This is an optimization exercise on Yosys and OpenROAD, whose aim is a short achievable clock period and few clock cycles per item, not a production implementation.
Function was checked by simulation only, so behaviour that the tests miss may differ from the original.
Power figures rest on the tool's default switching activity, not on a simulated workload.

== before ==
Design dvs_hssl_router_top, start of the top module:
module dvs_hssl_router_top
(
  input  logic                          pl_clk0_buf_int,
  input  logic                          rst_n,
  input  hssl_pkg::cfg_addr_t                     cfg_addr,
  input  hssl_pkg::key_t                          cfg_wdata,
  input  logic                          cfg_en,
  input  hssl_pkg::key_t                          evt_data,
  input  logic                          evt_vld,
  output logic                          evt_rdy,
  output hssl_pkg::key_t                          out_key,
  output logic [8-1:0] out_vld,
  input  logic [8-1:0] out_rdy,
  output hssl_pkg::key_t                          routed_count,
  output hssl_pkg::key_t                          dropped_count
);
  hssl_pkg::key_t         mp_key;
  hssl_pkg::fmsk_array_t  mp_fmsk;
  hssl_pkg::fsft_array_t  mp_fsft;
  hssl_pkg::key_array_t   rt_key;
  hssl_pkg::key_array_t   rt_mask;
  hssl_pkg::route_array_t rt_route;
  hssl_pkg::key_t         drop_wait;
  logic                   dw_zero;
  logic                   dw_one;
  logic                   dw_two;
  hssl_pkg::key_t         map_key;
  logic                   map_vld;
  hssl_pkg::key_t         rtd_key;
  hssl_pkg::route_t       rtd_route;
  logic                   rtd_push;
  logic                   rtd_miss;
  logic         timer_started;
  logic         timer_expired;
  logic         cnt_routed;
  logic         cnt_timeout;
  logic         cnt_miss;
  config_regs cr (
      .pl_clk0_buf_int (pl_clk0_buf_int)
  ...
make LEC_CHECK=0 ABC_CLOCK_PERIOD_IN_PS=1500 CAP_MARGIN=20 CORE_MARGIN=2 CORE_UTILIZATION=60 CTS_CLUSTER_DIAMETER=150 CTS_CLUSTER_SIZE=20 SETUP_SLACK_MARGIN=2.2 SLEW_MARGIN=20 finish   # period 4.0 ns
run.sh (not shown) runs the stock make flow with config.mk's settings and CLKGATE_MAP_FILE= SYNTH_SCRIPT=/design/flow/synth_recipe.tcl, a recipe that flattens the netlist after the stock synthesis.
Testbench counts of before, summed over its fixed seeds: cycles 3,922, items 3,200.
Inputs modified between before and after:
--- a/flow/design.v
+++ b/flow/design.v
@@ -297,26 +297,27 @@
   input  logic pl_clk0_buf_int,
   input  logic rst_n,
   input  logic dw_zero,               
   input  logic dw_one,                
   input  logic dw_two,                
   input  hssl_pkg::key_t drop_wait,   
+  input  logic timer_start,           
   input  logic timer_started,         
   output logic timer_expired
 );
   hssl_pkg::key_t next_no;
-  logic           exp_q;
-  assign timer_expired = timer_started ? dw_one : exp_q;
   always_ff @(posedge pl_clk0_buf_int)
   begin
     if (!rst_n)
-      exp_q <= 1'b0;
+      timer_expired <= 1'b0;
+    else if (timer_start)
+      timer_expired <= dw_one;
     else if (timer_started)
-      exp_q <= dw_two;
+      timer_expired <= dw_two;
     else
-      exp_q <= !dw_zero && (next_no == drop_wait);
+      timer_expired <= !dw_zero && (next_no == drop_wait);
   end
   always_ff @(posedge pl_clk0_buf_int)
   begin
     if (timer_started)
       next_no <= hssl_pkg::key_t'(3);
     else
@@ -338,12 +339,13 @@
   input  hssl_pkg::route_t                        rtd_route,
   input  logic                          rtd_push,
   input  logic                          rtd_miss,
   output hssl_pkg::key_t                          out_key,
   output logic [8-1:0] out_vld,
   input  logic [8-1:0] out_rdy,
+  output logic                          timer_start,
   output logic                          timer_started,
   input  logic                          timer_expired,
   output logic                          cnt_routed,
   output logic                          cnt_timeout,
   output logic                          cnt_miss
 );
@@ -424,12 +426,13 @@
   assign chan_rdy = |(~vld_n & out_rdy);
   assign cnt_rdy  = active && out_rdy[chan];
   assign to_rdy   = |(vld_t & out_rdy);
   assign load     = cnt_rdy || free;
   assign load_key = chan_rdy || free;
   assign take     = load && q_nempty;
+  assign timer_start = take;
   assign cnt_routed  = cnt_rdy;
   assign cnt_timeout = active && timer_expired && !to_rdy;
   always_ff @(posedge pl_clk0_buf_int)
   begin
     if (!rst_n)
     begin
@@ -545,12 +548,13 @@
   hssl_pkg::key_t         map_key;
   logic                   map_vld;
   hssl_pkg::key_t         rtd_key;
   hssl_pkg::route_t       rtd_route;
   logic                   rtd_push;
   logic                   rtd_miss;
+  logic         timer_start;
   logic         timer_started;
   logic         timer_expired;
   logic         cnt_routed;
   logic         cnt_timeout;
   logic         cnt_miss;
   config_regs cr (
@@ -604,12 +608,13 @@
       .pl_clk0_buf_int (pl_clk0_buf_int)
     , .rst_n           (rst_n)
     , .dw_zero         (dw_zero)
     , .dw_one          (dw_one)
     , .dw_two          (dw_two)
     , .drop_wait       (drop_wait)
+    , .timer_start     (timer_start)
     , .timer_started   (timer_started)
     , .timer_expired   (timer_expired)
     );
   router_ctrl rc (
       .pl_clk0_buf_int (pl_clk0_buf_int)
     , .rst_n           (rst_n)
@@ -619,12 +624,13 @@
     , .rtd_route       (rtd_route)
     , .rtd_push        (rtd_push)
     , .rtd_miss        (rtd_miss)
     , .out_key         (out_key)
     , .out_vld         (out_vld)
     , .out_rdy         (out_rdy)
+    , .timer_start     (timer_start)
     , .timer_started   (timer_started)
     , .timer_expired   (timer_expired)
     , .cnt_routed      (cnt_routed)
     , .cnt_timeout     (cnt_timeout)
     , .cnt_miss        (cnt_miss)
     );
## What came out
- before has a higher pin slew with the least headroom to its limit than after.
- When after is set beside before, its total iterations of the first detailed-routing run turns out to be 1 larger.
- before -> after: per-instance average area after synthesis flat
- [compare] base=before new=after: number of cells on the critical path now smaller; routed wire length now sits higher; y dimension of the die flat; final critical path time including I/O delays and setup saw a decrease; global-route wire length before repair closely matched the old numbers.
- In the tables for before and after, final worst-path cycle share reads higher with before.
- Compared with before, after shows a lower relative area change from synthesis to final layout.
- Diff before -> after: final worst setup slack +0.11 ns; portion of total power attributed to sequential cells -1.0 points; worst slew margin relative to its limit +1.4 points.
- Cmp before and after / met1 layer wirelength in the final routing / lower: before
Testbench counts of after, summed over its fixed seeds: cycles 3,922, items 3,200.

[separate check: timing with driven ports]
Ports are ideal in the flow. The routed layouts listed here were re-timed in OpenROAD. Step 1 sets driving cells, clkbuf_16 on the clock port and buf_2 on the other inputs (assumed; they add their load-dependent delay and slew). Step 2 moves the port delays by t, midway between the first and last clock arrival at a register: inputs arrive t later, outputs are due t later. That takes back most of the time a late clock gives input paths. Slacks: ideal ports / drivers / drivers and shift; pairs: ideal ports / drivers.
| run | t (ns) | slack for setup (ns) | worst setup path after step 2 | pins driven straight from the clock port |
|---|---|---|---|---|
| before | 0.837 | 1.736 / 1.736 / 1.009 | input to register | 1 |
| after | 0.865 | 1.844 / 1.824 / 1.071 | input to register | 1 |
After both steps setup and hold are still met in every run listed. For after, which loses most, drivers alone change the setup slack by -0.020 ns; drivers and shift together by -0.773 ns.
